Background: an optimization exercise with open tools, aiming at small area, a short achievable clock period and few clock cycles per item. Do not read the settings as production practice.
Where RTL was checked, it was by simulation tests only, not by an equivalence proof against the original.
Function not checked in run 2: the RTL went through the layout flow alone.
No activity file was given, so power comes from the tool's default toggle rates.

$ cat design.v
`default_nettype none
package core_pkg;
	typedef enum logic [6:0] {
		OPC_OP     = 7'b0110011,
		OPC_OP_IMM = 7'b0010011
	} opcode_e;
	typedef enum logic [3:0] {
		ALU_ADD,
		ALU_SUB,
		ALU_AND,
		ALU_OR,
		ALU_XOR,
		ALU_SLT,
		ALU_SLTU,
		ALU_SLL,
		ALU_SRL,
		ALU_SRA
	} alu_op_e;
	typedef struct packed {
		logic [6:0]              funct7;
		logic [5-1:0] rs2;
		logic [5-1:0] rs1;
		logic [2:0]              funct3;
		logic [5-1:0] rd;
		opcode_e                 opcode;
	} r_fmt_t;
	typedef struct packed {
		logic [11:0]             imm12;
		logic [5-1:0] rs1;
		logic [2:0]              funct3;
		logic [5-1:0] rd;
		opcode_e                 opcode;
	} i_fmt_t;
	typedef union packed {
		r_fmt_t r;
		i_fmt_t i;
	} instr_u;
	typedef struct packed {
		alu_op_e                 alu_op;
		logic                    use_imm;
		logic                    illegal;
		logic [5-1:0] rd;
		logic [5-1:0] rs1;
		logic [5-1:0] rs2;
		logic [32-1:0]   imm;
	} dec_op_t;
endpackage
`default_nettype wire
`timescale 1ns/1ps
`default_nettype none
module inst_decoder (
	input  logic [32-1:0] ins_dat_i,
	output logic                  is_imm_o,
	output logic                  illegal_o
);
	logic [6:0] opcode;
	logic [2:0] funct3;
	logic [6:0] funct7;
	logic       f7_zero;
	logic       f7_alt;
	assign opcode = ins_dat_i[6:0];
	assign funct3 = ins_dat_i[14:12];
	assign funct7 = ins_dat_i[31:25];
	assign f7_zero = funct7 == 7'b0000000;
	assign f7_alt = funct7 == 7'b0100000;
	always_comb begin
		is_imm_o = 1'b0;
		illegal_o = 1'b0;
		case (opcode)
			core_pkg::OPC_OP: begin
				if (!(f7_zero || (f7_alt && (funct3 == 3'b000 || funct3 == 3'b101)))) begin
					illegal_o = 1'b1;
				end
			end
			core_pkg::OPC_OP_IMM: begin
				is_imm_o = 1'b1;
				if (funct3[1:0] == 2'b01 && !(f7_zero || (f7_alt && funct3[2]))) begin
					illegal_o = 1'b1;
				end
			end
			default: illegal_o = 1'b1;
		endcase
	end
endmodule
`default_nettype wire
`timescale 1ns/1ps
`default_nettype none
module reg_file (
	input  logic                    clk,
	input  logic                    rst_n,
	input  logic [5-1:0] rs1_addr_i,
	input  logic [5-1:0] rs2_addr_i,
	output logic [32-1:0]   rs1_data_o,
	output logic [32-1:0]   rs2_data_o,
	input  logic                    we_i,
	input  logic [5-1:0] rd_addr_i,
	input  logic [32-1:0]   rd_data_i
);
	logic [32-1:0]     regs [1:32-1];
	logic [32-1:1] valid;
	logic [32-1:1] wsel;
	logic [32-1:1] sel1;
	logic [32-1:1] sel2;
	always_comb begin
		for (int i = 1; i < 32; i++) begin
			wsel[i] = we_i && rd_addr_i == 5'(i);
			sel1[i] = valid[i] && rs1_addr_i == 5'(i);
			sel2[i] = valid[i] && rs2_addr_i == 5'(i);
		end
	end
	always_ff @(posedge clk or negedge rst_n) begin
		if (!rst_n) begin
			valid <= '0;
		end else begin
			valid <= valid | wsel;
		end
	end
	always_ff @(posedge clk) begin
		for (int i = 1; i < 32; i++) begin
			if (wsel[i]) begin
				regs[i] <= rd_data_i;
			end
		end
	end
	always_comb begin
		rs1_data_o = '0;
		rs2_data_o = '0;
		for (int i = 1; i < 32; i++) begin
			rs1_data_o = rs1_data_o | (regs[i] & {32{sel1[i]}});
			rs2_data_o = rs2_data_o | (regs[i] & {32{sel2[i]}});
		end
	end
endmodule
`default_nettype wire
`timescale 1ns/1ps
`default_nettype none
module exec_unit (
	input  logic [32-1:0] a_i,
	input  logic [32-1:0] b_i,
	input  logic [2:0]            funct3_i,
	input  logic                  sub_i,
	input  logic                  sra_i,
	output logic [32-1:0] result_o
);
	localparam int XLEN = 32;
	localparam int SHAMT_W = $clog2(32);
	logic [XLEN:0]   sum;
	logic [XLEN+1:0] sum_ci;
	logic            lt_s;
	logic            lt_u;
	logic            left;
	logic [XLEN-1:0] sh_in;
	logic [XLEN:0]   sh_ext;
	logic [XLEN-1:0] sh_out;
	logic [XLEN-1:0] sh_rev;
	function automatic logic [XLEN-1:0] rev(input logic [XLEN-1:0] x);
		for (int i = 0; i < XLEN; i++) begin
			rev[i] = x[XLEN-1-i];
		end
	endfunction
	assign sum_ci = {1'b0, a_i, 1'b1} + {1'b0, b_i ^ {XLEN{sub_i}}, sub_i};
	assign sum = sum_ci[XLEN+1:1];
	assign lt_s = (a_i[XLEN-1] ^ b_i[XLEN-1]) ? a_i[XLEN-1] : sum[XLEN-1];
	assign lt_u = !sum[XLEN];
	assign left = funct3_i == 3'b001;
	assign sh_in = left ? rev(a_i) : a_i;
	assign sh_ext = $unsigned($signed({sra_i && a_i[XLEN-1], sh_in}) >>> b_i[SHAMT_W-1:0]);
	assign sh_out = sh_ext[XLEN-1:0];
	assign sh_rev = rev(sh_out);
	always_comb begin
		case (funct3_i)
			3'b000:  result_o = sum[XLEN-1:0];
			3'b001:  result_o = sh_rev;
			3'b010:  result_o = XLEN'(lt_s);
			3'b011:  result_o = XLEN'(lt_u);
			3'b100:  result_o = a_i ^ b_i;
			3'b101:  result_o = sh_out;
			3'b110:  result_o = a_i | b_i;
			default: result_o = a_i & b_i;
		endcase
	end
endmodule
`default_nettype wire
`timescale 1ns/1ps
`default_nettype none
module rv_alu_core (
	input  logic                    clk,
	input  logic                    rst_n,
	input  logic                    ins_cyc_i,
	input  logic                    ins_stb_i,
	input  logic                    ins_we_i,
	input  logic [32-1:0]   ins_dat_i,
	output logic                    ins_ack_o,
	input  logic                    retire_ready_i,
	output logic                    retire_valid_o,
	output logic [5-1:0] retire_rd_o,
	output logic [32-1:0]   retire_data_o,
	output logic                    retire_illegal_o
);
	logic                    dec_is_imm;
	logic                    dec_illegal;
	logic [5-1:0] in_rd;
	logic [5-1:0] in_rs1;
	logic [5-1:0] in_rs2;
	logic [2:0]              in_funct3;
	logic [32-1:0]   in_imm;
	logic                    e_vld;
	logic [32-1:0]   e_a;
	logic [32-1:0]   e_b;
	logic [5-1:0] e_rd;
	logic [2:0]              e_funct3;
	logic                    e_sub;
	logic                    e_sra;
	logic                    e_illegal;
	logic                    e_wen;
	logic                    e_free;
	logic                    ex_go;
	logic                    ex_wr;
	logic                    byp1;
	logic                    byp2;
	logic                    e_byp1;
	logic                    e_byp2;
	logic [32-1:0]   ex_a;
	logic [32-1:0]   ex_b;
	logic [32-1:0]   rs1_data;
	logic [32-1:0]   rs2_data;
	logic [32-1:0]   result;
	inst_decoder inst_decoder (
		.ins_dat_i (ins_dat_i),
		.is_imm_o  (dec_is_imm),
		.illegal_o (dec_illegal)
	);
	assign in_rd = ins_dat_i[11:7];
	assign in_rs1 = ins_dat_i[19:15];
	assign in_rs2 = ins_dat_i[24:20];
	assign in_funct3 = ins_dat_i[14:12];
	assign in_imm = {{(32 - 12){ins_dat_i[31]}}, ins_dat_i[31:20]};
	assign ex_go = e_vld && (!retire_valid_o || retire_ready_i);
	assign e_free = !e_vld || !retire_valid_o || retire_ready_i;
	assign ins_ack_o = ins_cyc_i && ins_stb_i && e_free;
	assign ex_wr = ex_go && e_wen;
	reg_file reg_file (
		.clk        (clk),
		.rst_n      (rst_n),
		.rs1_addr_i (in_rs1),
		.rs2_addr_i (in_rs2),
		.rs1_data_o (rs1_data),
		.rs2_data_o (rs2_data),
		.we_i       (ex_wr),
		.rd_addr_i  (e_rd),
		.rd_data_i  (result)
	);
	assign byp1 = ex_wr && e_rd == in_rs1;
	assign byp2 = ex_wr && e_rd == in_rs2 && !dec_is_imm;
	always_ff @(posedge clk or negedge rst_n) begin
		if (!rst_n) begin
			e_vld <= 1'b0;
		end else if (e_free) begin
			e_vld <= ins_cyc_i && ins_stb_i;
		end
	end
	always_ff @(posedge clk) begin
		if (e_free) begin
			e_a <= rs1_data;
			e_b <= dec_is_imm ? in_imm : rs2_data;
			e_byp1 <= byp1;
			e_byp2 <= byp2;
			e_rd <= in_rd;
			e_funct3 <= in_funct3;
			e_sub <= (!dec_is_imm && ins_dat_i[30] && in_funct3 == 3'b000) ||
				in_funct3 == 3'b010 || in_funct3 == 3'b011;
			e_sra <= ins_dat_i[30];
			e_illegal <= dec_illegal;
			e_wen <= !dec_illegal && in_rd != '0;
		end
	end
	assign ex_a = e_byp1 ? retire_data_o : e_a;
	assign ex_b = e_byp2 ? retire_data_o : e_b;
	exec_unit exec_unit (
		.a_i      (ex_a),
		.b_i      (ex_b),
		.funct3_i (e_funct3),
		.sub_i    (e_sub),
		.sra_i    (e_sra),
		.result_o (result)
	);
	always_ff @(posedge clk or negedge rst_n) begin
		if (!rst_n) begin
			retire_valid_o <= 1'b0;
		end else if (ex_go) begin
			retire_valid_o <= 1'b1;
		end else if (retire_ready_i) begin
			retire_valid_o <= 1'b0;
		end
	end
	always_ff @(posedge clk) begin
		if (ex_go) begin
			retire_rd_o <= e_rd;
			retire_illegal_o <= e_illegal;
			retire_data_o <= e_wen ? result : '0;
		end
	end
endmodule
`default_nettype wire
$ cat constraint.sdc
create_clock -name core_clock -period 8.0 [get_ports {clk}]
set_input_delay 1.6000 -clock core_clock [delete_from_list [all_inputs] [get_ports {clk}]]
set_output_delay 1.6000 -clock core_clock [all_outputs]
set_load 0.01 [all_outputs]
$ cat run.sh
#!/bin/bash
# synth_recipe.tcl (not shown) runs the flow's synth.tcl, then flattens the netlist and writes it again
# the make line also repeats each setting of config.mk as NAME=value (left out here)
make -C /OpenROAD-flow-scripts/flow DESIGN_CONFIG=/design/flow/config.mk WORK_HOME=/design/flow/orfs CLKGATE_MAP_FILE= SYNTH_SCRIPT=/design/flow/synth_recipe.tcl finish
$ cat config.mk
export PLATFORM = sky130hd
export DESIGN_NAME = rv_alu_core
export DESIGN_NICKNAME = rv_alu_core
export VERILOG_FILES = /design/flow/design.v
export SDC_FILE = /design/flow/constraint.sdc
export NUM_CORES = 4
export LEC_CHECK = 0
export ABC_CLOCK_PERIOD_IN_PS = 3500
export CAP_MARGIN = 20
export CORE_MARGIN = 2
export CORE_UTILIZATION = 45
export SETUP_SLACK_MARGIN = 4.4
export SLEW_MARGIN = 20
==> results of run 1 <==
registers in the layout, indices dropped and copies added, names as in the netlist, 3 cells and up:
name            cells
e_funct3            3
reg_file.regs     992
e_a                32
reg_file.valid     31
retire_rd_o         5
retire_data_o      32
e_rd                5
e_b                32
per-layer routing:
layer / vias up / track usage (%) / part of all wire [%]
li1: 18600 / - / -
met1: 25100 / 55.0 / 30
met2: 6460 / 66.8 / 39
met3: 2221 / 27.0 / 19
met4: 26 / 41.7 / 12
met5: - / 3.43 / 0.22
where the power goes:
part / total, mW / switching, mW / internal, mW
Clock: 5.79 / 2.43 / 3.36
Combinational: 3.09 / 1.73 / 1.36
Sequential: 6.89 / 0.0764 / 6.82
Total: 15.8 / 4.24 / 11.5
what timing repair did:
action | in CTS | in global routing
endpoints found under the setup margin | 1742 | 1125
resized for setup | 919 | 247
cloned | 74 | 21
pin swaps | 156 | 126
hold endpoints to repair | 0 | 0
buffers inserted | 363 | 111
through the flow:
step | cells | power, mW | util (%)
6_report | 6489 | 15.8 | 61.3
4_1_cts | 6345 | 15.2 | 59.3
2_1_floorplan | 4157 | 7.79 | -
3_5_place_dp | 5703 | 8.40 | 48.3
5_1_grt | 6478 | 16.0 | 61.3
3_3_place_gp | 5703 | 8.40 | 48.3
logic make-up after synthesis:
group | count (synthesis) | share of synthesized area, %
AO/OA/AOI/OAI | 1439 | 20.1
XOR/XNOR | 64 | 1.02
adder cells (fa/ha/maj) | 96 | 2.19
buffers and inverters | 422 | 3.09
flip-flops | 1141 | 62.2
multiplexers | 167 | 3.39
AND/OR/NAND/NOR | 828 | 7.94
area by class of cell:
type | instances | share of cell area, %
flip-flops and latches | 1141 | 45.8
multi-input cells | 2627 | 32.6
repair buffers | 800 | 13.0
clock buffers | 137 | 3.95
well taps | 1625 | 2.73
clock inverters | 68 | 1.33
inverters | 80 | 0.478
diodes | 11 | 0.0370
layout by cell type, fill, tap and decap left out, drive strengths merged, types with 27 or more instances in the layout:
cell           instances
clkdlybuf4s50         62
clkinv                36
clkbuf               149
xnor2                 49
a221oi               230
nand3                163
o22ai                 39
nor3                  55
a22o                 222
or4                   35
a222oi                36
a22oi                507
mux2i                136
ha                    96
buf                  719
edfxtp              1108
and3                  64
o21ai                 60
inv                   79
nand4                110
dfrtp                 33
or2                   36
a21oi                149
nor2                 168
nand2                104
a211oi                27
synth_stat cells (24+ instances only):
library cell,count
nand4_1,110
a222oi_1,36
or4_1,35
mux2i_1,131
nand3_1,161
a211oi_1,24
clkbuf_1,287
nor2_1,167
or2_2,36
a21oi_1,144
and3_1,63
dfrtp_1,33
a21o_1,26
inv_1,75
a22oi_1,507
o22ai_1,39
edfxtp_1,1108
nand2_1,98
a221oi_1,230
a22o_1,222
ha_1,96
o21ai_0,57
xnor2_1,49
nor3_1,55
buf_1,30
worst min path at each step:
stage,start,to,slack [ps],cells after the start
floorplan,e_illegal,retire_illegal_o,400,0
global placement,e_illegal,retire_illegal_o,410,0
detailed placement,e_illegal,retire_illegal_o,410,0
CTS,e_illegal,retire_illegal_o,440,0
global route,e_illegal,retire_illegal_o,450,0
finish,e_illegal,retire_illegal_o,430,0
==> results.json, run 1 <==
{
  "cp.required_ps": 8500,
  "insertion_delay_ps": 760,
  "cp.arrival_ps": 4710,
  "grt_pass1_wl_um": 415000,
  "syn2layout_area_growth_pct": 35.7,
  "syn-instance-count": 4157,
  "start_util_pct": 45.2,
  "crit_start": "e_byp2",
  "place.gp.congestion": 1.01,
  "num_vias": 52400,
  "die_w_um": 353,
  "reg2reg_slack_ps": 3780,
  "p_leak_nw": 26.1,
  "hp-class": "reg -> reg",
  "die_h_um": 353,
  "timing.rr.start": "e_byp2",
  "synth_cell_types": 83,
  "grt_max_degree": 47,
  "crit_family": "compound AO/OA/AOI/OAI gates",
  "tns_ps": 0,
  "cts-root-buf": "clkbuf_16",
  "slowest_delay_ps": 420,
  "cp_cell_sequence": "buf_12, buf_16, mux2i_4, xnor2_1, ha_4, nand2_2, o21ai_4, o211ai_1, buf_4, a211o_4, buf_6, buf_6, and2_4, o21ai_2, o211ai_1, buf_4, buf_12, and2_4",
  "viasPerCell": 8.08,
  "synth_top_area_share_pct": 60.7,
  "layout-drive-gt1-share_pct": 33.0,
  "num_io_pins": 78,
  "cp_num_buf_inv": 7,
  "synth_edf_count": 1108,
  "slew_viol_final": 0,
  "path_max_fanout": 8,
  "cts_buffer_depth": 3,
  "drv_cap": 0,
  "netlist_area_mm2": 0.0548,
  "ys_async_sr_fraction_pct": 2.89,
  "finalHoldViolCount": 0,
  "fin_area_mm2": 0.0744,
  "synthFlopType": "edfxtp_1",
  "period_needed_ps": 4220,
  "antenna_left": 0,
  "power.density_mw_per_mm2": 212,
  "crit_path_end_kind": "flop",
  "yosysTopAreaCell": "edfxtp_1",
  "hold_buffers": 0,
  "status": "finished clean",
  "dieArea_mm2": 0.125,
  "vdd_drop_max_v": 0.000184,
  "cts.sinks": 1141,
  "grt_pass1_vias": 48400,
  "fillers": 9020,
  "hold_ws_ps": 432,
  "multiInputGateArea_mm2": 0.0243,
  "max_slew_margin_pct": 13.9,
  "yosys-top-cells-area": "edfxtp_1 (61%), a22oi_1 (6.9%), a221oi_1 (3.7%), a22o_1 (3.5%), mux2i_1 (2.4%)",
  "track_usage_pct": 48.9,
  "htreeDepth": 3,
  "fp-row-count": 128,
  "fin_crit_sh_pct": 52.7,
  "max_freq_mhz": 237,
  "fin_nets": 4896,
  "pre_cts_ws_ps": 2430,
  "cts_tree": "built",
  "synth_nets": 4291,
  "slowest_stage": "edfxtp_1",
  "setup_viol": 0,
  "fin_ws_ps": 3780,
  "antenna_found_initial": 15,
  "syn_area_per_cell_um2": 13.2,
  "ys_seq_area_share_pct": 62.2,
  "placed_cell_area_mm2": 0.0586,
  "regArea_mm2": 0.0341,
  "rsz0062_at_grt": "true",
  "remaining_drc_errors": 0,
  "startpoint_type": "flop",
  "cts_buffers": 112,
  "worst_pin_slew_ps": 1290,
  "fin_worst_skew_ps": 46.3,
  "yosysWarnings": 5,
  "core-area_mm2": 0.121,
  "ys_ff_latch": 1141,
  "rr_worst_depth": 18,
  "critPathCapture": "retire_data_o[24]",
  "dpl.hpwl_um": 165000,
  "path_clk_slew_ps": 70,
  "port-buffer-count": 76,
  "r2r-end": "retire_data_o[24]",
  "path_class": "reg -> reg",
  "first_pass_iters": 17,
  "grt_remaining_overflow": 0,
  "worst-path-stages": 18,
  "routed_wl_um": 319000,
  "wl_per_cell_um": 49.1,
  "first_iter_violations": 12600
}
Testbench counts, summed over its fixed seeds: cycles 24,016, items 24,000.
==> run 2: changes to the inputs <==
--- a/design.v
+++ b/design.v
@@ -146,4 +146,4 @@
 	localparam int SHAMT_W = $clog2(32);
+	logic            use_sub;
 	logic [XLEN:0]   sum;
-	logic [XLEN+1:0] sum_ci;
 	logic            lt_s;
@@ -160,4 +160,4 @@
 	endfunction
-	assign sum_ci = {1'b0, a_i, 1'b1} + {1'b0, b_i ^ {XLEN{sub_i}}, sub_i};
-	assign sum = sum_ci[XLEN+1:1];
+	assign use_sub = sub_i || funct3_i == 3'b010 || funct3_i == 3'b011;
+	assign sum = {1'b0, a_i} + {1'b0, b_i ^ {XLEN{use_sub}}} + (XLEN+1)'(use_sub);
 	assign lt_s = (a_i[XLEN-1] ^ b_i[XLEN-1]) ? a_i[XLEN-1] : sum[XLEN-1];
@@ -220,6 +220,2 @@
 	logic                    byp2;
-	logic                    e_byp1;
-	logic                    e_byp2;
-	logic [32-1:0]   ex_a;
-	logic [32-1:0]   ex_b;
 	logic [32-1:0]   rs1_data;
@@ -253,3 +249,3 @@
 	assign byp1 = ex_wr && e_rd == in_rs1;
-	assign byp2 = ex_wr && e_rd == in_rs2 && !dec_is_imm;
+	assign byp2 = ex_wr && e_rd == in_rs2;
 	always_ff @(posedge clk or negedge rst_n) begin
@@ -263,10 +259,7 @@
 		if (e_free) begin
-			e_a <= rs1_data;
-			e_b <= dec_is_imm ? in_imm : rs2_data;
-			e_byp1 <= byp1;
-			e_byp2 <= byp2;
+			e_a <= byp1 ? result : rs1_data;
+			e_b <= dec_is_imm ? in_imm : (byp2 ? result : rs2_data);
 			e_rd <= in_rd;
 			e_funct3 <= in_funct3;
-			e_sub <= (!dec_is_imm && ins_dat_i[30] && in_funct3 == 3'b000) ||
-				in_funct3 == 3'b010 || in_funct3 == 3'b011;
+			e_sub <= !dec_is_imm && ins_dat_i[30] && in_funct3 == 3'b000;
 			e_sra <= ins_dat_i[30];
@@ -276,7 +269,5 @@
 	end
-	assign ex_a = e_byp1 ? retire_data_o : e_a;
-	assign ex_b = e_byp2 ? retire_data_o : e_b;
 	exec_unit exec_unit (
-		.a_i      (ex_a),
-		.b_i      (ex_b),
+		.a_i      (e_a),
+		.b_i      (e_b),
 		.funct3_i (e_funct3),
==> run 2 against run 1 <==
Still clean. Worst setup slack gained 93 ps. First-iteration DRC count shrank 2.2%. Maximum frequency grew 2.3%. Cell count shrank 0.76%.
==> results.json, run 2 <==
{
  "r2r-end": "e_b[3]",
  "placed_cell_area_mm2": 0.0585,
  "routed_wl_um": 309000,
  "min_to": "retire_illegal_o",
  "power.density_mw_per_mm2": 204,
  "power_frac_clock_pct": 38.6,
  "switchingPower_mw": 3.89,
  "fin_crit_sh_pct": 51.5,
  "path_max_fanout": 4,
  "syn2layout_area_growth_pct": 32.7,
  "die_w_um": 353,
  "yosysMostFrequentCell": "edfxtp_1",
  "swShare_pct": 26.2,
  "netlist_area_mm2": 0.0548,
  "fin_nets": 4852,
  "yosysWarnings": 5,
  "start_util_pct": 45.5,
  "rsz0062_at_grt": "true",
  "fin_area_mm2": 0.0726,
  "finalHoldViolCount": 0,
  "worst_pin_slew_ps": 1400,
  "drv_cap": 0,
  "wl_per_cell_um": 48.1,
  "synth_cell_types": 82,
  "cp.required_ps": 8500,
  "yosys-top-cells-count": "edfxtp_1 (1106), a22oi_1 (455), clkbuf_1 (303)",
  "synth_edf_count": 1106,
  "cts_tree": "built",
  "cp.arrival_ps": 4620,
  "final_common_cell": "edfxtp_1",
  "viasPerCell": 8.05,
  "intPower_mw": 10.9,
  "finalPower_mw": 14.8,
  "cts_buffer_depth": 3,
  "met1_usage_pct": 53.6,
  "rr_worst_depth": 15,
  "num_vias": 51900,
  "ys_ff_latch": 1139,
  "slew_viol_final": 0,
  "dieArea_mm2": 0.124,
  "place.gp.congestion": 1.02,
  "max_slew_margin_pct": 6.24,
  "core-area_mm2": 0.120,
  "die_h_um": 353,
  "gr-max-usage-layer": "met2",
  "layout-drive-gt1-share_pct": 32.4,
  "first_pass_iters": 14,
  "tns_ps": 0,
  "first_iter_violations": 12300,
  "crit_path_end_kind": "flop",
  "antenna_left": 0,
  "met3_usage_pct": 25.9,
  "htreeDepth": 3,
  "yosysTopAreaCell": "edfxtp_1",
  "startpoint_type": "flop",
  "regMostFlops": "reg_file.regs",
  "grt_max_degree": 51,
  "track_usage_pct": 47.6,
  "yosys-top-cells-area": "edfxtp_1 (61%), a22oi_1 (6.2%), a221oi_1 (3.8%), a22o_1 (3.8%), ha_1 (2.2%)",
  "fin_worst_skew_ps": 73.2,
  "port-buffer-count": 76,
  "p_leak_nw": 25.4,
  "largest_reg_flops": 992,
  "vdd_drop_max_v": 0.000227,
  "period_needed_ps": 4120,
  "status": "finished clean",
  "cts-root-buf": "clkbuf_16",
  "syn-instance-count": 4159,
  "fp-row-count": 127,
  "final_core_util_pct": 60.4,
  "antenna_found_initial": 19,
  "synth_nets": 4293,
  "synth_top_area_share_pct": 60.7,
  "synthFlopType": "edfxtp_1",
  "whs_path_depth": 0,
  "dpl.hpwl_um": 165000,
  "ys_async_sr_fraction_pct": 2.90,
  "layout_common_cells": "edfxtp_1 (1106), a22oi_1 (447), buf_4 (361)",
  "setup_viol": 0,
  "grt_remaining_overflow": 0,
  "power_frac_seq_pct": 46.1,
  "cts_buffers": 115,
  "remaining_drc_errors": 0,
  "min_from": "e_illegal",
  "num_io_pins": 78,
  "path_class": "reg -> reg",
  "max_freq_mhz": 243,
  "insertion_delay_ps": 820,
  "ys_seq_area_share_pct": 62.2,
  "hp-class": "reg -> reg",
  "reg2reg_slack_ps": 3880,
  "power.share.combinational_pct": 15.2,
  "grt.met2_usage_pct": 64.8,
  "grt_pass1_wl_um": 405000,
  "path_clk_slew_ps": 60,
  "syn_area_per_cell_um2": 13.2,
  "grt_pass1_vias": 47400,
  "cts.sinks": 1139,
  "timing.rr.start": "e_funct3[1]"
}
-- run 2: cell count changes in the layout (fill, tap and decap cells not counted), sizes merged, moves of 29 or more --
cell	before	now
buf	719	672
nand2	104	144
mux2i	136	48
mux4	8	45
a222oi	36	65
a22oi	507	455
-- run 2: cell type report --
cell class | instances | area [um2]
Sequential cell | 1139 | 34000
Clock buffer | 127 | 2940
Timing Repair Buffer | 768 | 9060
Fill cell | 9158 | 47600
Antenna cell | 13 | 32.5
Tap cell | 1612 | 2020
Inverter | 93 | 485
Timing Repair inverter | 18 | 170
Clock inverter | 87 | 1030
Multi-Input combinational cell | 2583 | 22900
-- run 2: logic make-up after synthesis --
group | after synthesis | share of synthesized area [%]
AO/OA/AOI/OAI | 1411 | 19.9
AND/OR/NAND/NOR | 880 | 8.27
flip-flops | 1139 | 62.2
XOR/XNOR | 61 | 0.976
adder cells (fa/ha/maj) | 96 | 2.21
buffers and inverters | 456 | 3.25
multiplexers | 116 | 3.24
-- run 2: how the worst max path moves through the flow --
| stage | from | endpoint | depth (start not counted) |
|---|---|---|---|
| 2_1_floorplan | retire_ready_i | ins_ack_o | 2 |
| 3_3_place_gp | ins_dat_i[24] | e_b[18] | 11 |
| 3_5_place_dp | ins_dat_i[24] | e_b[18] | 11 |
| 4_1_cts | e_funct3[1] | e_b[29] | 17 |
| 5_1_grt | e_funct3[1] | e_b[3] | 15 |
| 6_report | e_funct3[1] | e_b[3] | 15 |
-- run 2: layer usage --
layer	vias to the layer above	routed length, um
met1	24800	92500
met4	24	38000
met2	6363	120000
met3	2281	58400
met5	-	414
li1	18400	-
-- run 2: per-stage QoR --
step	hold slack, ps	std cells	setup WS [ps]
after floorplan	400	4159	2280
after global placement	408	5673	2360
after detailed placement	409	5677	2300
after CTS	424	6283	4040
after global routing	442	6430	3880
final	429	6440	3880
-- run 2: power groups by stage --
stage               logic [mW]  registers (mW)  clock network, mW
floorplan                0.653            6.92                  0
global placement          1.08            6.97                  0
detailed placement        1.08            6.97                  0
CTS                       1.80            6.84               5.69
global route              2.30            6.84               5.91
finish                    2.26            6.85               5.73
-- run 2: critical path, stage by stage (launching register included) --
cell,delay (ps)
edfxtp_1,460
buf_6,160
buf_12,120
nor3b_4,290
buf_12,170
buf_6,90
mux4_2,520
mux2i_1,200
o21ai_1,110
buf_6,160
mux2_4,300
o211ai_1,520
a21oi_4,140
buf_12,190
o21ai_4,310
nand2_1,110
-- run 2: repair_timing --
| action | CTS | global route |
|---|---|---|
| gates cloned | 56 | 32 |
| pin swaps | 162 | 130 |
| resized for setup | 717 | 333 |
| hold buffers | 0 | 0 |
| setup endpoints to repair | 1759 | 1147 |
| buffers inserted | 336 | 112 |
==> run 3: changes to the inputs <==
--- a/design.v
+++ b/design.v
@@ -94,2 +94,4 @@
 	output logic [32-1:0]   rs2_data_o,
+	input  logic                    kill_i,
+	input  logic [5-1:0] kill_addr_i,
 	input  logic                    we_i,
@@ -101,4 +103,9 @@
 	logic [32-1:1] wsel;
+	logic [32-1:1] ksel;
+	logic [32-1:1] rmask;
 	logic [32-1:1] sel1;
 	logic [32-1:1] sel2;
+	logic                      wt_ok;
+	logic                      wt1;
+	logic                      wt2;
 	always_comb begin
@@ -106,6 +113,11 @@
 			wsel[i] = we_i && rd_addr_i == 5'(i);
-			sel1[i] = valid[i] && rs1_addr_i == 5'(i);
-			sel2[i] = valid[i] && rs2_addr_i == 5'(i);
+			ksel[i] = kill_i && kill_addr_i == 5'(i);
+			rmask[i] = valid[i] && !wsel[i] && !ksel[i];
+			sel1[i] = rmask[i] && rs1_addr_i == 5'(i);
+			sel2[i] = rmask[i] && rs2_addr_i == 5'(i);
 		end
 	end
+	assign wt_ok = we_i && !(kill_i && kill_addr_i == rd_addr_i);
+	assign wt1 = wt_ok && rs1_addr_i == rd_addr_i;
+	assign wt2 = wt_ok && rs2_addr_i == rd_addr_i;
 	always_ff @(posedge clk or negedge rst_n) begin
@@ -125,4 +137,4 @@
 	always_comb begin
-		rs1_data_o = '0;
-		rs2_data_o = '0;
+		rs1_data_o = rd_data_i & {32{wt1}};
+		rs2_data_o = rd_data_i & {32{wt2}};
 		for (int i = 1; i < 32; i++) begin
@@ -142,2 +154,3 @@
 	input  logic                  sra_i,
+	input  logic                  left_i,
 	output logic [32-1:0] result_o
@@ -146,4 +159,4 @@
 	localparam int SHAMT_W = $clog2(32);
-	logic            use_sub;
 	logic [XLEN:0]   sum;
+	logic [XLEN+1:0] sum_ci;
 	logic            lt_s;
@@ -160,7 +173,7 @@
 	endfunction
-	assign use_sub = sub_i || funct3_i == 3'b010 || funct3_i == 3'b011;
-	assign sum = {1'b0, a_i} + {1'b0, b_i ^ {XLEN{use_sub}}} + (XLEN+1)'(use_sub);
+	assign sum_ci = {1'b0, a_i, 1'b1} + {1'b0, b_i ^ {XLEN{sub_i}}, sub_i};
+	assign sum = sum_ci[XLEN+1:1];
 	assign lt_s = (a_i[XLEN-1] ^ b_i[XLEN-1]) ? a_i[XLEN-1] : sum[XLEN-1];
 	assign lt_u = !sum[XLEN];
-	assign left = funct3_i == 3'b001;
+	assign left = left_i;
 	assign sh_in = left ? rev(a_i) : a_i;
@@ -213,9 +226,11 @@
 	logic                    e_sra;
+	logic                    e_left;
 	logic                    e_illegal;
 	logic                    e_wen;
+	logic                    wb_pend;
 	logic                    e_free;
 	logic                    ex_go;
-	logic                    ex_wr;
-	logic                    byp1;
-	logic                    byp2;
+	logic                    e_fwd;
+	logic                    hit1;
+	logic                    hit2;
 	logic [32-1:0]   rs1_data;
@@ -236,16 +251,18 @@
 	assign ins_ack_o = ins_cyc_i && ins_stb_i && e_free;
-	assign ex_wr = ex_go && e_wen;
+	assign e_fwd = e_vld && e_wen;
 	reg_file reg_file (
-		.clk        (clk),
-		.rst_n      (rst_n),
-		.rs1_addr_i (in_rs1),
-		.rs2_addr_i (in_rs2),
-		.rs1_data_o (rs1_data),
-		.rs2_data_o (rs2_data),
-		.we_i       (ex_wr),
-		.rd_addr_i  (e_rd),
-		.rd_data_i  (result)
+		.clk         (clk),
+		.rst_n       (rst_n),
+		.rs1_addr_i  (in_rs1),
+		.rs2_addr_i  (in_rs2),
+		.rs1_data_o  (rs1_data),
+		.rs2_data_o  (rs2_data),
+		.kill_i      (e_fwd),
+		.kill_addr_i (e_rd),
+		.we_i        (wb_pend),
+		.rd_addr_i   (retire_rd_o),
+		.rd_data_i   (retire_data_o)
 	);
-	assign byp1 = ex_wr && e_rd == in_rs1;
-	assign byp2 = ex_wr && e_rd == in_rs2;
+	assign hit1 = e_fwd && e_rd == in_rs1;
+	assign hit2 = e_fwd && e_rd == in_rs2;
 	always_ff @(posedge clk or negedge rst_n) begin
@@ -253,4 +270,8 @@
 			e_vld <= 1'b0;
-		end else if (e_free) begin
-			e_vld <= ins_cyc_i && ins_stb_i;
+			wb_pend <= 1'b0;
+		end else begin
+			if (e_free) begin
+				e_vld <= ins_cyc_i && ins_stb_i;
+			end
+			wb_pend <= ex_go && e_wen;
 		end
@@ -259,8 +280,10 @@
 		if (e_free) begin
-			e_a <= byp1 ? result : rs1_data;
-			e_b <= dec_is_imm ? in_imm : (byp2 ? result : rs2_data);
+			e_a <= rs1_data | (result & {32{hit1}});
+			e_b <= dec_is_imm ? in_imm : (rs2_data | (result & {32{hit2}}));
 			e_rd <= in_rd;
 			e_funct3 <= in_funct3;
-			e_sub <= !dec_is_imm && ins_dat_i[30] && in_funct3 == 3'b000;
+			e_sub <= (!dec_is_imm && ins_dat_i[30] && in_funct3 == 3'b000) ||
+				in_funct3 == 3'b010 || in_funct3 == 3'b011;
 			e_sra <= ins_dat_i[30];
+			e_left <= in_funct3 == 3'b001;
 			e_illegal <= dec_illegal;
@@ -275,2 +298,3 @@
 		.sra_i    (e_sra),
+		.left_i   (e_left),
 		.result_o (result)
--- a/config.mk
+++ b/config.mk
@@ -11,2 +11,4 @@
 export CORE_UTILIZATION = 45
+export CTS_CLUSTER_DIAMETER = 100
+export CTS_CLUSTER_SIZE = 25
 export SETUP_SLACK_MARGIN = 4.4
==> run 3 against run 2 <==
Largest power group unchanged. Highest routed layer unchanged. First-iteration DRC count rose by 2.4%. Combinational power fell by 46%. Critical endpoint is now e_a[31]. Utilization fell by 8.1 points. Largest cell class unchanged. Still clean. Hold slack improved by 0.78 ps. Area after synthesis rose by 3.6%. Clock-buffer cell count fell by 67. Cell count fell by 2.6%. Critical path type unchanged. Non-clock buffer count fell by 271. Worst setup slack improved by 310 ps.
==> results.json, run 3 <==
{
  "syn-instance-count": 4385,
  "num_vias": 50800,
  "period_needed_ps": 3810,
  "path_max_fanout": 24,
  "fin_worst_skew_ps": 35.9,
  "cts.sinks": 1141,
  "first_iter_violations": 12600,
  "vdd_drop_max_v": 0.000205,
  "die_w_um": 359,
  "startpoint_type": "flop",
  "cts-root-buf": "clkbuf_16",
  "worst_pin_slew_ps": 1180,
  "cts_buffer_depth": 3,
  "finalPower_mw": 11.1,
  "die_h_um": 359,
  "max_slew_margin_pct": 21.1,
  "hp-class": "reg -> reg",
  "wl_per_cell_um": 46.5,
  "slew_viol_final": 0,
  "core-area_mm2": 0.125,
  "yosysWarnings": 5,
  "start_util_pct": 45.2,
  "synthFlopType": "edfxtp_1",
  "synth_edf_count": 1107,
  "largest_reg_flops": 992,
  "yosys-top-cells-count": "edfxtp_1 (1107), a22oi_1 (396), a221oi_1 (232)",
  "drv_cap": 0,
  "yosysMostFrequentCell": "edfxtp_1",
  "grt_remaining_overflow": 0,
  "crit_path_end_kind": "flop",
  "ys_async_sr_fraction_pct": 2.98,
  "path_clk_slew_ps": 100,
  "ys_ff_latch": 1141,
  "num_io_pins": 78,
  "remaining_drc_errors": 0,
  "insertion_delay_ps": 750,
  "multiInputGateArea_mm2": 0.0226,
  "grt_max_degree": 67,
  "antenna_left": 0,
  "status": "finished clean",
  "cp.required_ps": 8420,
  "place.gp.congestion": 1.01,
  "finalHoldViolCount": 0,
  "p_leak_nw": 21.9,
  "dieArea_mm2": 0.129,
  "synth_top_area_share_pct": 58.6,
  "antenna_found_initial": 18,
  "fillers": 10600,
  "yosysTopAreaCell": "edfxtp_1",
  "ys_seq_area_share_pct": 60.1,
  "fp-row-count": 130,
  "power.density_mw_per_mm2": 170,
  "regMostFlops": "reg_file.regs",
  "first_pass_iters": 15,
  "fin_ws_ps": 4190,
  "fin_nets": 4731,
  "cts_tree": "built",
  "rsz0062_at_grt": "true",
  "tns_ps": 0,
  "path_class": "reg -> reg",
  "htreeDepth": 2,
  "final_common_cell": "edfxtp_1",
  "synth_nets": 4519,
  "setup_viol": 0,
  "regArea_mm2": 0.0341,
  "cts_buffers": 54,
  "hold_buffers": 0,
  "yosys-top-cells-area": "edfxtp_1 (59%), a22oi_1 (5.2%), a221oi_1 (3.6%), a22o_1 (3.4%), ha_1 (2.1%)",
  "cp.arrival_ps": 4240,
  "fin_crit_sh_pct": 47.7,
  "track_usage_pct": 43.5,
  "synth_cell_types": 94,
  "grt_pass1_vias": 45700,
  "port-buffer-count": 76,
  "netlist_area_mm2": 0.0567,
  "routed_wl_um": 292000,
  "max_freq_mhz": 262,
  "grt_pass1_wl_um": 387000,
  "layout-drive-gt1-share_pct": 19.9,
  "layout_common_cells": "edfxtp_1 (1107), a22oi_1 (391), buf_4 (305)",
  "dpl.hpwl_um": 172000,
  "pre_cts_ws_ps": 1990,
  "syn2layout_area_growth_pct": 15.7,
  "syn_area_per_cell_um2": 12.9,
  "viasPerCell": 8.10
}
## run 3: changes by cell type in the layout (fill, tap and decap cells not counted), sizes merged, moves of 55 or more
| cell | delta |
|---|---|
| buf | -242 |
| clkbuf | -87 |
| nand2 | +70 |
| nand4 | +67 |
| a22oi | -59 |
| clkinv | -55 |
## run 3: worst max-delay path: stages (launching register included)
cell       delay, ps
edfxtp_1         390
buf_6            230
and3b_2          370
a221oi_1         750
and2_2           390
buf_4            460
a22oi_1          150
nand2_1          170
a2111oi_4         80
o211ai_1         430
## run 3: worst paths after layout
check,startpoint,end,slack [ps],cells after the start
max in group asynchronous,rst_n,wb_pend,6240,1
min in group asynchronous,rst_n,reg_file.valid[10],1020,1
worst min-delay path,e_illegal,retire_illegal_o,430,0
worst min register to register,e_illegal,retire_illegal_o,430,0
worst max-delay path,e_wen,e_a[31],4190,9
worst max register to register,e_wen,e_a[31],4190,9
## run 3: metal layers
layer,global-route usage (%),up-vias,share of wire (%)
met3,18.5,1543,18
li1,-,18600,-
met1,55.5,24800,34
met2,60.1,5783,39
met4,28.4,22,9.0
met5,0.259,-,0.099
## run 3: cells by family (layout without fill, tap and decap cells)
family | count (synthesis) | in the layout | share of synthesized area, %
adder cells (fa/ha/maj) | 96 | 96 | 2.12
other | 0 | 15 | 0
AO/OA/AOI/OAI | 1441 | 1441 | 19.6
multiplexers | 131 | 131 | 3.88
XOR/XNOR | 73 | 73 | 1.13
AND/OR/NAND/NOR | 1057 | 1061 | 9.91
flip-flops | 1141 | 1141 | 60.1
buffers and inverters | 446 | 667 | 3.23
## run 3: repair_timing
item	4_1_cts	5_1_grt
hold endpoints to repair	0	0
setup buffers	99	97
endpoints found under the setup margin	125	95
gates resized for setup	337	201
gates cloned	5	5
pin swaps	41	77
## run 3: final cells by class
type                       count  area share [%]
sequential                  1141            52.0
timing repair buffer         497            7.43
inverter                     101           0.585
antenna                       15          0.0572
multi-input combinational   2802            34.5
clock buffer                  60            2.16
tap                         1650            3.15
clock inverter                 9           0.166
## run 3: metrics by stage
stage	utilization [%]	instance area (um2)	instances	hold WS, ps
final	52.3	65600	6275	430
after global routing	52.3	65600	6261	450
after CTS	50.8	63800	6158	432
after detailed placement	48.0	60200	5985	409
after global placement	48.0	60200	5985	406
after floorplan	-	56900	4385	400
## run 3: power by group
part	internal, mW	total (mW)	switching [mW]
registers	6.59	6.66	0.0770
clock network	1.29	3.27	1.98
logic	0.426	1.22	0.792
total	8.30	11.1	2.85
Testbench counts of run 3, summed over its fixed seeds: cycles 24,016, items 24,000.
==> run 4: changes to the inputs <==
--- a/design.v
+++ b/design.v
@@ -98,3 +98,7 @@
 	input  logic [5-1:0] rd_addr_i,
-	input  logic [32-1:0]   rd_data_i
+	input  logic [32-1:0]   rd_data_i,
+	input  logic                    nxt_we_i,
+	input  logic [5-1:0] nxt_rd_addr_i,
+	input  logic                    nxt_kill_i,
+	input  logic [5-1:0] nxt_kill_addr_i
 );
@@ -103,4 +107,4 @@
 	logic [32-1:1] wsel;
-	logic [32-1:1] ksel;
 	logic [32-1:1] rmask;
+	logic [32-1:1] rmask_nxt;
 	logic [32-1:1] sel1;
@@ -113,4 +117,5 @@
 			wsel[i] = we_i && rd_addr_i == 5'(i);
-			ksel[i] = kill_i && kill_addr_i == 5'(i);
-			rmask[i] = valid[i] && !wsel[i] && !ksel[i];
+			rmask_nxt[i] = (valid[i] || wsel[i]) &&
+				!(nxt_we_i && nxt_rd_addr_i == 5'(i)) &&
+				!(nxt_kill_i && nxt_kill_addr_i == 5'(i));
 			sel1[i] = rmask[i] && rs1_addr_i == 5'(i);
@@ -125,4 +130,6 @@
 			valid <= '0;
+			rmask <= '0;
 		end else begin
 			valid <= valid | wsel;
+			rmask <= rmask_nxt;
 		end
@@ -233,2 +240,3 @@
 	logic                    e_fwd;
+	logic                    in_wen;
 	logic                    hit1;
@@ -263,4 +271,9 @@
 		.rd_addr_i   (retire_rd_o),
-		.rd_data_i   (retire_data_o)
+		.rd_data_i   (retire_data_o),
+		.nxt_we_i        (ex_go && e_wen),
+		.nxt_rd_addr_i   (e_rd),
+		.nxt_kill_i      (e_free ? (ins_cyc_i && ins_stb_i && in_wen) : e_fwd),
+		.nxt_kill_addr_i (e_free ? in_rd : e_rd)
 	);
+	assign in_wen = !dec_illegal && in_rd != '0;
 	assign hit1 = e_fwd && e_rd == in_rs1;
@@ -289,3 +302,3 @@
 			e_illegal <= dec_illegal;
-			e_wen <= !dec_illegal && in_rd != '0;
+			e_wen <= in_wen;
 		end
--- a/config.mk
+++ b/config.mk
@@ -11,4 +11,4 @@
 export CORE_UTILIZATION = 45
-export CTS_CLUSTER_DIAMETER = 100
-export CTS_CLUSTER_SIZE = 25
+export CTS_CLUSTER_DIAMETER = 80
+export CTS_CLUSTER_SIZE = 20
 export SETUP_SLACK_MARGIN = 4.4
==> run 4 against run 3 <==
Die area is 0.82% lower. Cell count shrank 3.3%. Clock-buffer cell count rose by 19. Critical endpoint is now e_b[18].
==> results.json, run 4 <==
{
  "layout-drive-gt1-share_pct": 21.3,
  "finalPower_mw": 11.8,
  "viasPerCell": 8.14,
  "cts_tree": "built",
  "synth_edf_count": 1102,
  "syn2layout_area_growth_pct": 17.4,
  "synth_cell_types": 90,
  "fillers": 10200,
  "port-buffer-count": 76,
  "period_needed_ps": 3760,
  "cp_cell_sequence": "buf_8, nor2b_2, and3_4, buf_6, a22o_1, a221oi_1, nand3_1, or4_4, a21oi_4, o22ai_1",
  "hold_buffers": 0,
  "dieArea_mm2": 0.128,
  "insertion_delay_ps": 710,
  "yosys-top-cells-area": "edfxtp_1 (59%), a22oi_1 (6.9%), a221oi_1 (3.9%), a22o_1 (3.3%), dfrtp_1 (2.9%)",
  "wl_per_cell_um": 47.1,
  "synth_nets": 4378,
  "power.density_mw_per_mm2": 179,
  "yosysWarnings": 5,
  "antenna_found_initial": 17,
  "track_usage_pct": 42.9,
  "setup_viol": 0,
  "synth_top_area_share_pct": 58.8,
  "syn_area_per_cell_um2": 13.3,
  "htreeDepth": 3,
  "rr_worst_depth": 7,
  "whs_path_depth": 0,
  "fin_worst_skew_ps": 47.4,
  "yosys-top-cells-count": "edfxtp_1 (1102), a22oi_1 (516), clkbuf_1 (296)",
  "fin_crit_sh_pct": 47.0,
  "dpl.hpwl_um": 157000,
  "cts_buffer_depth": 3,
  "fp-row-count": 129,
  "final_cell_count_no_fill": 6066,
  "dp_cells": 5788,
  "path_clk_slew_ps": 90,
  "path_max_fanout": 12,
  "crit_path_end_kind": "flop",
  "ys_ff_latch": 1172,
  "largest_reg_flops": 992,
  "cts-root-buf": "clkbuf_16",
  "max_freq_mhz": 266,
  "grt_pass1_vias": 45000,
  "routed_wl_um": 286000,
  "die_w_um": 358,
  "drv_cap": 0,
  "worst_pin_slew_ps": 1220,
  "placed_cell_area_mm2": 0.0598,
  "syn-instance-count": 4244,
  "cts_buffers": 71,
  "yosysTopAreaCell": "edfxtp_1",
  "cp.arrival_ps": 4190,
  "max_slew_margin_pct": 18.8,
  "status": "finished clean",
  "vdd_drop_max_v": 0.000147,
  "ys_seq_area_share_pct": 61.9,
  "hp-class": "reg -> reg",
  "cts.sinks": 1172,
  "grt_pass1_wl_um": 375000,
  "slowest_delay_ps": 570,
  "num_io_pins": 78,
  "die_h_um": 358,
  "path_class": "in -> reg",
  "first_iter_violations": 11900,
  "grt_max_degree": 80,
  "finalHoldViolCount": 0,
  "slew_viol_final": 0,
  "startpoint_type": "input port",
  "grt_remaining_overflow": 0,
  "tns_ps": 0,
  "antenna_left": 0,
  "first_pass_iters": 11,
  "num_vias": 49400,
  "start_util_pct": 45.4,
  "place.gp.congestion": 1.01,
  "core-area_mm2": 0.124,
  "cp.required_ps": 8430,
  "hold_ws_ps": 426,
  "slowest_stage": "or4_4",
  "regMostFlops": "reg_file.regs",
  "rsz0062_at_grt": "true",
  "ys_async_sr_fraction_pct": 5.55,
  "p_leak_nw": 22.3,
  "fin_nets": 4530,
  "remaining_drc_errors": 0,
  "yosysMostFrequentCell": "edfxtp_1",
  "netlist_area_mm2": 0.0563,
  "fin_area_mm2": 0.0660,
  "synthFlopType": "edfxtp_1",
  "layout_common_cells": "edfxtp_1 (1102), a22oi_1 (500), buf_4 (251)",
  "final_common_cell": "edfxtp_1"
}
run 4: cell count changes in the layout (fill, tap and decap cells not counted), moves of 22 or more:
cell and change:
a22oi_1 +109, nand2_1 -97, a222oi_1 -58, buf_4 -54
a21oi_1 -35, a221oi_2 +34, dfrtp_1 +33, nand4_1 -26
or2_2 -25, nor3_1 -24, and3_4 +23, inv_1 +23
clkbuf_16 +22
run 4: where the power goes:
part           internal, mW  switching (mW)  total, mW
registers              6.74          0.0956       6.84
clock network          1.71            2.10       3.81
logic                 0.424           0.764       1.19
total                  8.87            2.96       11.8
run 4: what timing repair did:
action / 4_1_cts / 5_1_grt
setup endpoints to repair: 151 / 137
pin swaps: 48 / 99
gates resized for setup: 417 / 236
buffers inserted: 81 / 77
gates cloned: 5 / 9
run 4: logic make-up (layout without fill, tap and decap cells):
| group | Yosys count | in the layout | synth area share [%] |
|---|---|---|---|
| and+or+nand+nor | 807 | 812 | 7.45 |
| xor gates and xnor gates | 78 | 78 | 1.21 |
| AOI/OAI and AO/OA | 1485 | 1485 | 20.3 |
| muxes | 129 | 129 | 3.63 |
| DFF | 1172 | 1172 | 61.9 |
| other | 0 | 16 | 0 |
| buffers and inverters | 477 | 641 | 3.36 |
| adders and majority gates | 96 | 96 | 2.14 |
run 4: through the flow:
step	util [%]	setup WS, ps
detailed placement	48.3	2040
floorplan	-	4320
global route	53.3	4250
finish	53.3	4240
global placement	48.3	2080
CTS	51.8	4340
run 4: final timing paths:
| path | slack (ps) | end | startpoint |
|---|---|---|---|
| worst max-delay path | 4240 | e_b[18] | ins_dat_i[20] |
| worst min-delay path | 430 | retire_illegal_o | e_illegal |
| worst max register to register | 4360 | e_a[14] | e_rd[1] |
| worst min register to register | 430 | retire_illegal_o | e_illegal |
| max in group asynchronous | 6330 | retire_valid_o | rst_n |
| min in group asynchronous | 1100 | reg_file.valid[12] | rst_n |
run 4: area by class of cell:
type / count / area, um2 / share of cell area [%]
Timing Repair Buffer: 435 / 4450 / 6.74
Antenna cell: 16 / 40.0 / 0.0606
Clock buffer: 79 / 1890 / 2.86
Clock inverter: 11 / 109 / 0.165
Multi-Input combinational cell: 2600 / 22200 / 33.7
Inverter: 116 / 442 / 0.669
Tap cell: 1637 / 2050 / 3.10
Sequential cell: 1172 / 34800 / 52.7
run 4: worst max-delay path, delay by kind of cell:
kind | cells | cell delay (ps)
and+or+nand+nor | 4 | 1310
buffers and inverters | 2 | 370
AOI/OAI and AO/OA | 4 | 870
run 4: routing by layer:
metal	share of wire [%]	routed length (um)	up-vias	track usage [%]
met3	18	50300	1836	18.9
met2	40	114000	5856	60.3
li1	-	-	17900	-
met4	10	29800	12	32.3
met1	32	91500	23800	51.9
met5	0.052	149	-	0.259
Testbench counts of run 4, summed over its fixed seeds: cycles 24,016, items 24,000.
==> run 5: changes to the inputs <==
--- a/config.mk
+++ b/config.mk
@@ -11,4 +11,4 @@
 export CORE_UTILIZATION = 45
-export CTS_CLUSTER_DIAMETER = 80
-export CTS_CLUSTER_SIZE = 20
+export CTS_CLUSTER_DIAMETER = 100
+export CTS_CLUSTER_SIZE = 25
 export SETUP_SLACK_MARGIN = 4.4
==> run 5 against run 4 <==
Global-route usage fell by 0.30 points. Routed wire length is 0.93% lower. Worst setup slack worse by 69 ps. Clock-buffer cell count decreased by 17. Critical endpoint is now e_b[11]. Largest power group unchanged.
==> results.json, run 5 <==
{
  "switchingPower_mw": 2.82,
  "synth_cell_types": 90,
  "power.density_mw_per_mm2": 173,
  "ys_ff_latch": 1172,
  "yosysTopAreaCell": "edfxtp_1",
  "first_iter_violations": 12100,
  "period_needed_ps": 3830,
  "grt_max_degree": 80,
  "cts_buffer_depth": 3,
  "cts_tree": "built",
  "tns_ps": 0,
  "status": "finished clean",
  "path_clk_slew_ps": 90,
  "place.gp.congestion": 1.01,
  "p_leak_nw": 22.0,
  "dp_cells": 5788,
  "swShare_pct": 25.0,
  "num_io_pins": 78,
  "max_slew_margin_pct": 18.4,
  "synth_edf_count": 1102,
  "grt_pass1_wl_um": 373000,
  "yosys.area_share.adder_pct": 2.14,
  "grt_remaining_overflow": 0,
  "synth_mux_area_share_pct": 3.63,
  "fin_crit_sh_pct": 47.8,
  "synth-compound-area-share_pct": 20.3,
  "synth_top_area_share_pct": 58.8,
  "cp.required_ps": 8460,
  "ys_seq_area_share_pct": 61.9,
  "power.share.combinational_pct": 10.5,
  "finalHoldViolCount": 0,
  "grt_pass1_vias": 44500,
  "ys_async_sr_fraction_pct": 5.55,
  "first_pass_iters": 10,
  "synthXorXnorAreaFrac_pct": 1.21,
  "track_usage_pct": 42.6,
  "regMostFlops": "reg_file.regs",
  "cp.arrival_ps": 4290,
  "max_freq_mhz": 261,
  "regArea_mm2": 0.0348,
  "layout-drive-gt1-share_pct": 20.5,
  "yosysMostFrequentCell": "edfxtp_1",
  "cts.sinks": 1172,
  "yosys-top-cells-area": "edfxtp_1 (59%), a22oi_1 (6.9%), a221oi_1 (3.9%), a22o_1 (3.3%), dfrtp_1 (2.9%)",
  "power_frac_seq_pct": 60.6,
  "port-buffer-count": 76,
  "setup_viol": 0,
  "syn_area_per_cell_um2": 13.3,
  "largest_reg_flops": 992,
  "insertion_delay_ps": 730,
  "rsz0062_at_grt": "true",
  "startpoint_type": "input port",
  "power_frac_clock_pct": 28.9,
  "antenna_left": 0,
  "drv_cap": 0,
  "netlist_area_mm2": 0.0563,
  "final_common_cell": "edfxtp_1",
  "hp-class": "reg -> reg",
  "syn2layout_area_growth_pct": 16.0,
  "layout_common_cells": "edfxtp_1 (1102), a22oi_1 (500), buf_4 (246)",
  "start_util_pct": 45.4,
  "intPower_mw": 8.47,
  "cts_buffers": 53,
  "wl_per_cell_um": 46.9,
  "htreeDepth": 2,
  "synth_top_family_by_area": "compound AO/OA/AOI/OAI gates",
  "die_h_um": 358,
  "syn-instance-count": 4244,
  "final_cell_count_no_fill": 6027,
  "num_vias": 49200,
  "fp-row-count": 129,
  "fin_nets": 4500,
  "cts-root-buf": "clkbuf_16",
  "yosysWarnings": 5,
  "slew_viol_final": 0,
  "multiInputGateArea_mm2": 0.0221,
  "synthFlopType": "edfxtp_1",
  "synth_nets": 4378,
  "path_max_fanout": 15,
  "vdd_drop_max_v": 0.000165,
  "yosys-top-cells-count": "edfxtp_1 (1102), a22oi_1 (516), clkbuf_1 (296)",
  "hold_ws_ps": 428,
  "fillers": 10300,
  "fin_worst_skew_ps": 27.5,
  "path_class": "in -> reg",
  "hold_buffers": 0,
  "dpl.hpwl_um": 157000,
  "viasPerCell": 8.16,
  "worst_pin_slew_ps": 1220,
  "crit_path_end_kind": "flop",
  "die_w_um": 358,
  "core-area_mm2": 0.124,
  "routed_wl_um": 283000,
  "remaining_drc_errors": 0,
  "dieArea_mm2": 0.128,
  "synth-simple-area-share_pct": 7.45,
  "antenna_found_initial": 12
}
[run 5: cell counts after synthesis]
Identical to the previous run, type by type.
[run 5: repair_timing]
item / 4_1_cts / 5_1_grt
cloned: 5 / 7
endpoints found under the setup margin: 158 / 135
buffers inserted: 69 / 79
pin swaps: 33 / 74
gates resized for setup: 407 / 233
[run 5: power by group through the flow]
stage	Combinational, mW	Clock (mW)	Sequential, mW
6_report	1.19	3.26	6.84
5_1_grt	1.23	3.41	6.84
4_1_cts	1.05	3.21	6.83
3_5_place_dp	0.917	0	6.99
3_3_place_gp	0.914	0	6.99
2_1_floorplan	0.541	0	6.96
[run 5: worst max-delay path: stages]
cell and delay, ps:
buf_4 190, nor2b_1 230, and3_4 340, buf_4 350, a22oi_1 250, nand4_1 120, or4_1 630, a21oi_2 420
o2bb2ai_1 120
[run 5: cell type report]
cell class	count	share of cell area, %
diodes	10	0.0383
clock buffers	62	2.15
clock inverters	7	0.132
inverters	116	0.677
multi-input cells	2600	33.9
flip-flops and latches	1172	53.4
well taps	1637	3.14
repair buffers	423	6.65
[run 5: cell families after synthesis]
kind of cell / Yosys count
AOI/OAI and AO/OA: 1485
DFF: 1172
and+or+nand+nor: 807
buffers and inverters: 477
muxes: 129
adders and majority gates: 96
xor gates and xnor gates: 78
[run 5: worst paths after layout]
path / startpoint / end / slack [ps] / cells past startpoint
worst max register to register: e_vld / e_a[14] / 4360 / 7
worst max-delay path: ins_dat_i[23] / e_b[11] / 4170 / 9
worst min register to register: e_illegal / retire_illegal_o / 430 / 0
max in group asynchronous: rst_n / e_vld / 6380 / 2
min in group asynchronous: rst_n / reg_file.valid[10] / 1050 / 2
worst min-delay path: e_illegal / retire_illegal_o / 430 / 0
[run 5: per-layer routing]
layer | share of wire [%] | wire [um] | global-route usage [%] | vias to the layer above
li1 | - | - | - | 17800
met1 | 32 | 90900 | 51.6 | 23700
met2 | 40 | 114000 | 60.5 | 5809
met3 | 17 | 49000 | 18.4 | 1812
met4 | 10 | 28600 | 31.4 | 24
met5 | 0.15 | 423 | 0.0370 | -
[run 5: per-stage QoR]
step,setup slack [ps],utilization [%],power [mW],area (um2)
2_1_floorplan,4320,-,7.50,57300
3_3_place_gp,2080,48.3,7.90,59800
3_5_place_dp,2040,48.3,7.90,59800
4_1_cts,4330,51.2,11.1,63400
5_1_grt,4270,52.7,11.5,65200
6_report,4170,52.7,11.3,65300

afterwards: timing with drivers on the ports:
No port has a modelled driver above. Below, the same layouts with a new extraction and two added sets of constraints. Step 1 assumes that a clkbuf_16 drives the clock port and a buf_2 every other input. Step 2 adds t to the input delays and takes it off the output delays; t is the mean of the earliest and latest rising clock arrival at the registers after step 1. Input paths then give back, and output paths get back, about the clock's delay inside the block. Slacks: ideal / step 1 / step 2; pairs: ideal / step 1.
run	t, ns	slack for setup (ns)	worst hold slack (ns)
run 1	0.811	3.784 / 3.784 / 3.440	0.432 / 0.432 / 0.432
run 2	0.851	3.878 / 3.878 / 3.227	0.429 / 0.429 / 0.429
run 3	0.794	4.187 / 4.187 / 3.457	0.430 / 0.430 / 0.430
run 4	0.760	4.243 / 4.268 / 3.509	0.426 / 0.426 / 0.426
run 5	0.790	4.173 / 4.218 / 3.428	0.428 / 0.428 / 0.428
After both steps setup and hold are still met in every run listed. The setup slack of run 5, which loses most, moves by +0.045 ns with the drivers and by -0.745 ns with both steps.
